This design comes from an exercise in tuning for small area, a short achievable clock period and few clock cycles per item on the open sky130 flow, not from production work. No functional check of the RTL was part of any run shown here. Power and IR drop assume default switching activity.

==> flow/design.v (outline; a module is shown in full before it is edited, if it fits) <==
// module fx_arith_top: 1147 lines
// module fx_aoi22: 9 lines
// module fx_fa: 10 lines
// module fx_ha: 9 lines
// module fx_hai: 9 lines
// module fx_mux2i: 8 lines
// module fx_nand2: 7 lines
// module fx_xor2: 7 lines
module fx_arith_top (
  input  logic             clk,
  input  logic             rst_n,
  input  logic             in_valid,
  output logic             in_ready,
  input  fx_pkg::fx_word_t num_a,     
  input  fx_pkg::fx_word_t num_b,     
  input  logic             op_mul,
  output logic             out_valid,
  input  logic             out_ready,
  output fx_pkg::fx_word_t result,
  output logic             overflow,
  output logic             precision_lost
);
  // ...
==> flow/flow/run.sh <==
#!/bin/bash
# Own layout flow: the standard flow, with the design's one-gate modules
# (full and half adders, Booth select gates) given as the cells they stand
# for. Everything else, registers included, goes through the standard
# synthesis unchanged. Ports are buffered with plain buffers rather than
# delay cells, and the resizer may change a cell's footprint.
set -euo pipefail
work=$(pwd)
python3 flow/subst.py design.v flow/cells.v > design_cells.v 2> subst.log
bash standard.sh VERILOG_FILES="$work/design_cells.v" \
  BUFFER_PORTS_ARGS="-buffer_cell sky130_fd_sc_hd__buf_1" \
  MATCH_CELL_FOOTPRINT=0 finish > standard.log 2>&1
==> flow/flow/cells.v <==
// Cell-level bodies for the design's one-gate modules. flow/run.sh puts
// these in place of the RTL bodies before synthesis, so that each module
// becomes exactly the cell named here; the function is the same.
module fx_fa (input a, input b, input c, output s, output co);
  sky130_fd_sc_hd__fa_1 u (.A(a), .B(b), .CIN(c), .SUM(s), .COUT(co));
endmodule

module fx_ha (input a, input b, output s, output co);
  sky130_fd_sc_hd__ha_1 u (.A(a), .B(b), .SUM(s), .COUT(co));
endmodule

module fx_hai (input a, input b, output s, output co);
  sky130_fd_sc_hd__xnor2_1 us (.A(a), .B(b), .Y(s));
  sky130_fd_sc_hd__or2_1 uc (.A(a), .B(b), .X(co));
endmodule

module fx_aoi22 (input a, input b, input c, input d, output y);
  sky130_fd_sc_hd__a22oi_1 u (.A1(a), .A2(b), .B1(c), .B2(d), .Y(y));
endmodule

module fx_xor2 (input a, input b, output y);
  sky130_fd_sc_hd__xor2_1 u (.A(a), .B(b), .X(y));
endmodule

module fx_xnor2 (input a, input b, output y);
  sky130_fd_sc_hd__xnor2_1 u (.A(a), .B(b), .Y(y));
endmodule

module fx_nand2 (input a, input b, output y);
  sky130_fd_sc_hd__nand2_1 u (.A(a), .B(b), .Y(y));
endmodule

module fx_mux2i (input a0, input a1, input s, output y);
  sky130_fd_sc_hd__mux2i_1 u (.A0(a0), .A1(a1), .S(s), .Y(y));
endmodule
==> flow/flow/subst.py <==
#!/usr/bin/env python3
"""subst.py DESIGN CELLS: DESIGN with every module that CELLS defines taken
out, and CELLS appended, on stdout."""
import re
import sys

design = open(sys.argv[1]).read()
cells = open(sys.argv[2]).read()
names = re.findall(r'^\s*module\s+(\w+)', cells, re.M)
for n in names:
    pat = re.compile(r'^\s*module\s+' + n + r'\b.*?^\s*endmodule\b[^\n]*\n?', re.M | re.S)
    design, k = pat.subn('', design)
    print(f'{n}: replaced {k}', file=sys.stderr)
sys.stdout.write(design + '\n' + cells)
==> flow/standard.sh <==
#!/bin/bash
# synth_recipe.tcl (not shown) runs the flow's synth.tcl, then flattens the netlist and writes it again
# the make line also repeats each setting of config.mk as NAME=value (left out here)
make -C /OpenROAD-flow-scripts/flow DESIGN_CONFIG=/design/flow/config.mk WORK_HOME=/design/flow/orfs CLKGATE_MAP_FILE= SYNTH_SCRIPT=/design/flow/synth_recipe.tcl "${@:-finish}"
==> flow/config.mk <==
export PLATFORM = sky130hd
export DESIGN_NAME = fx_arith_top
export DESIGN_NICKNAME = fx_arith_top
export VERILOG_FILES = /design/flow/design.v
export SDC_FILE = /design/flow/constraint.sdc
export NUM_CORES = 4
export LEC_CHECK = 0
export ABC_AREA = 1
export CAP_MARGIN = 20
export CORE_MARGIN = 2
export CORE_UTILIZATION = 40
export CTS_BUF_LIST = sky130_fd_sc_hd__clkbuf_4 sky130_fd_sc_hd__clkbuf_8
export SETUP_SLACK_MARGIN = 1.5
export SLEW_MARGIN = 20
==> flow/constraint.sdc <==
create_clock -name core_clock -period 5.5 [get_ports {clk}]
set_input_delay 1.1000 -clock core_clock [delete_from_list [all_inputs] [get_ports {clk}]]
set_output_delay 1.1000 -clock core_clock [all_outputs]
set_load 0.01 [all_outputs]
==> notes.md, run 1 <==
simple-gate area share of the yosys netlist=10.4%; placed cell count=1265; Hold Fails Final Rpt=0; number of port buffers=56; hold_ws=0.472 ns; Initial Utilization=40.6%; synthesized net count=1088; drt first pass iters=5; core area=22500 um^2; Worst Setup EP=sum_y[8]$_DFFE_PP_; Critical Path, Cell by Cell=buf_4, nand2_2, inv_1, nor2_4, buf_4, a22oi_1, xor2_1, fa_1, fa_1, fa_1, fa_1, mux2i_1; outcome=timing/DRC/antenna clean; mux contribution to synthesized area=3.51%; clk sinks=74; Worst Path Max Fanout=7; met1 wire length=11400 um; RSZ-0062 raised after global routing=yes; Post-synth ARST share=0%; final core occ=49.2%; Power Dens Cells=482 nW/um^2; TritonCTS clock tree=yes; FF-to-FF setup slack=1.57 ns; post-synthesis instance area=9130 um^2; clk root buf=clkbuf_8; Ant. Diodes=0; reg2reg end=sum_y[8]$_DFFE_PP_; Post-CTS Setup Bufs=17; Top power group=combinational logic; # DRC=0; Critical Path RT=5.61 ns; Fin Clk Skew=0.0172 ns; setup ws final=1.57 ns
==> run 2, diff against run 1 <==
--- a/flow/config.mk
+++ b/flow/config.mk
@@ -11,4 +11,4 @@
 export CORE_UTILIZATION = 40
 export CTS_BUF_LIST = sky130_fd_sc_hd__clkbuf_4 sky130_fd_sc_hd__clkbuf_8
-export SETUP_SLACK_MARGIN = 1.5
+export SETUP_SLACK_MARGIN = 2.0
 export SLEW_MARGIN = 20
==> run 2 against run 1 <==
Synthesized cell count unchanged. Hold slack lost 0.0041 ns. Worst setup slack improved by 0.031 ns. Clock-buffer cell count rose by 3. Critical endpoint is now ovf_nc[0]$_DFFE_PP_. Largest cell class unchanged.
==> notes.md, run 2 <==
setup violators final=0; leak pwr=5.17 nW; Seq cells post-synth=74; clock share of power=8.3%; max-cap viol count=0; Pwr Total=0.00571 W; sw frac=47.0%; Peak supply drop=0.205 mV; vias=7798; post-synthesis instance area=9130 um^2 (unchanged); critical path arrival=4.04 ns; vias in the first global route=8129; startpoint types=register; Crit path buffers/inverters=4; largest net degree at the start of global routing=37; area overhead of the layout relative to synthesis=35.2%; most frequent cell after synthesis=xor2_1; vias per cell=5.52; synth unique cells=25; CP delay by family, top=adder cells; Slew @ Worst Pin=1.08 ns; max incr delay on CP=0.53 ns; Worst path slowest cell=fa_2; Overall Global Routing Usage=25.0%; Post-synth ARST share=0% (unchanged); initial antenna violation count=0; full die area=24000 um^2; Die Y=155 um; I/O pin count=57; sequential share of power=16.6%; Post-synth top flop=edfxtp_1; synthesized area per cell=10.1 um^2; Worst Path Max Fanout=16 (+9); Max Slew Vio Count=0; clk sinks=74 (unchanged); nets=1309; clock slew at reported path FFs=0.09 ns; most frequent cells in the layout=xor2_1, nand2_1, buf_4, inv_1, a22oi_1; Post-Route Setup TNS=0 ns; Power Dens Cells=463 nW/um^2 (-3.9%); GP Congestion=0.879; top cells by area, synth=fa_1, edfxtp_1, xor2_1; hold buffer count at CTS=0; met1 wire length=12300 um (+8.0%); crit path kind=reg -> reg; CP dominant cell by count=buf_4; WL/cell=20.8 um; initial DRC count=758; Synth Warn #=1; Die W=155 um; core area=22500 um^2 (unchanged); Ant. Diodes=0 (unchanged); DPL Wire Length=18500 um; first-pass GRT wire length=45500 um; worst skew pair latency=0.40 ns; Logic pwr share=75.1%; DP Area=10200 um^2; synthesized net count=1088 (unchanged); leading cell type in the layout, fill and taps excluded=xor2_1; site row count=55; Post-Syn Instances=902; # H-tree levels=3; fillers=1952; Critical Path RT=5.64 ns (+0.03 ns); synth cell count leaders=xor2_1, nand2_1, a22oi_1; top layer reached by signal wires=met4; CTS buffer count=9; met3 routed WL=2950 um; clk root buf=clkbuf_8; crit path time final=3.90 ns; Slew HR=28.0%; register area share after synthesis=24.1%; HP Class=reg -> reg; area of the multi-input gates=7370 um^2; Fin Clk Skew=0.0189 ns (+0.00168 ns); Hold Fails Final Rpt=0 (unchanged); RSZ-0062 raised after global routing=yes; Antenna Nets Post-Route=0; metal2 WL=13200 um; Critical Path, Cell by Cell=buf_4, buf_4, buf_4, buf_4, xor2_1, fa_1, fa_2, fa_2, fa_2, ha_4, xor2_2, a41oi_2; number of flops mapped to enable cells by yosys=72; Register Area=2200 um^2; CTS Buffer Depth=2; outcome=timing/DRC/antenna clean; post-synth top area cell=fa_1; Post-Route WL=29400 um; internal power component=0.00303 W; layout cell share with drive strength beyond 1=32.2%; TritonCTS clock tree=yes; fin crit share=71.0%; Critical Path End Type=register; setup ws final=1.60 ns (+0.0308 ns); Initial Utilization=40.6% (unchanged); number of port buffers=56 (unchanged); # DRC=0 (unchanged); Overflow after GRT=0; switching power=0.00269 W; drt first pass iters=6 (+1); Fmax=0.256 GHz; top cell type's share of synthesized area=24.3%; dpl ws=1.28 ns; Final Cell Area=12300 um^2
-- run 2: through the flow --
step,std cells,hold WS (ns),utilization (%)
6_report,1413,0.468,54.9
2_1_floorplan,902,0.427,-
3_5_place_dp,1263,0.458,45.3
4_1_cts,1395,0.473,53.1
3_3_place_gp,1263,0.447,45.3
5_1_grt,1413,0.501,54.9
-- run 2: cells by family after synthesis --
family	Yosys count	share of synthesized area [%]
AO/OA/AOI/OAI	146	11.4
XOR/XNOR	173	16.6
adder cells (fa/ha/maj)	149	29.6
buffers and inverters	108	4.44
flip-flops	74	24.1
multiplexers	32	3.51
AND/OR/NAND/NOR	220	10.4
-- run 2: layout make-up --
class | count | share of cell area [%]
clock buffers | 12 | 1.29
flip-flops and latches | 74 | 17.8
repair buffers | 209 | 14.4
inverters | 108 | 3.40
multi-input cells | 721 | 59.7
clock inverters | 4 | 0.416
well taps | 285 | 2.89
-- run 2: worst reg2reg max path, cell delays in order (launching register included) --
cell	delay, ns
edfxtp_1	0.46
buf_4	0.17
buf_4	0.12
buf_4	0.14
buf_4	0.24
xor2_1	0.23
fa_1	0.50
fa_2	0.35
fa_2	0.53
fa_2	0.45
ha_4	0.18
xor2_2	0.16
a41oi_2	0.12
-- run 2: final timing paths --
kind                         start                     end  slack, ns  cells after the start
setup / recovery  b_q[9]$_DFFE_PP_     ovf_nc[0]$_DFFE_PP_       1.60                     12
hold / removal     v1$_SDFFE_PN0P_  out_valid$_SDFFE_PN0P_       0.47                      2
setup reg to reg  b_q[9]$_DFFE_PP_     ovf_nc[0]$_DFFE_PP_       1.60                     12
hold reg to reg    v1$_SDFFE_PN0P_  out_valid$_SDFFE_PN0P_       0.47                      2
-- run 2: timing repair --
item                                    CTS  global route
buffers inserted                        112            18
gates resized for setup                  83            60
gates cloned                              4             0
pin swaps                                76            63
endpoints found under the setup margin   37            38
-- run 2: layer usage --
layer	vias to the layer above	global-route usage (%)
li1	3497	-
met3	73	5.88
met2	439	38.7
met1	3789	33.8
met4	0	10.1
met5	-	0
-- run 2: power groups by stage --
stage               sequential (W)  clock [W]  combinational, W
floorplan                 0.000971          0           0.00276
global placement          0.000986          0           0.00366
detailed placement        0.000989          0           0.00370
CTS                       0.000950   0.000482           0.00400
global route              0.000968   0.000505           0.00484
finish                    0.000951   0.000472           0.00429

-- port drivers added, routing unchanged --
The results above use ideal ports. As a check the final layouts listed here were re-extracted and re-timed, cells and wires unchanged. Step 1: set_driving_cell puts a clkbuf_16 on clk and a buf_2 on each other input, an assumption about the parent block. Step 2, shift: input delay + t, output delay - t, t = (earliest + latest rising clock arrival at the registers) / 2. This alone moves slack from input paths to output paths. Three values: ideal ports, drivers, drivers and shift; two values: the first two.
run	shift t [ns]	slack for setup (ns)	worst setup path after step 2	pins driven straight from the clock port
run 1	0.430	1.566 / 1.566 / 1.566	register to register	1
run 2	0.429	1.596 / 1.596 / 1.596	register to register	1
After both steps every run listed still meets setup and hold.
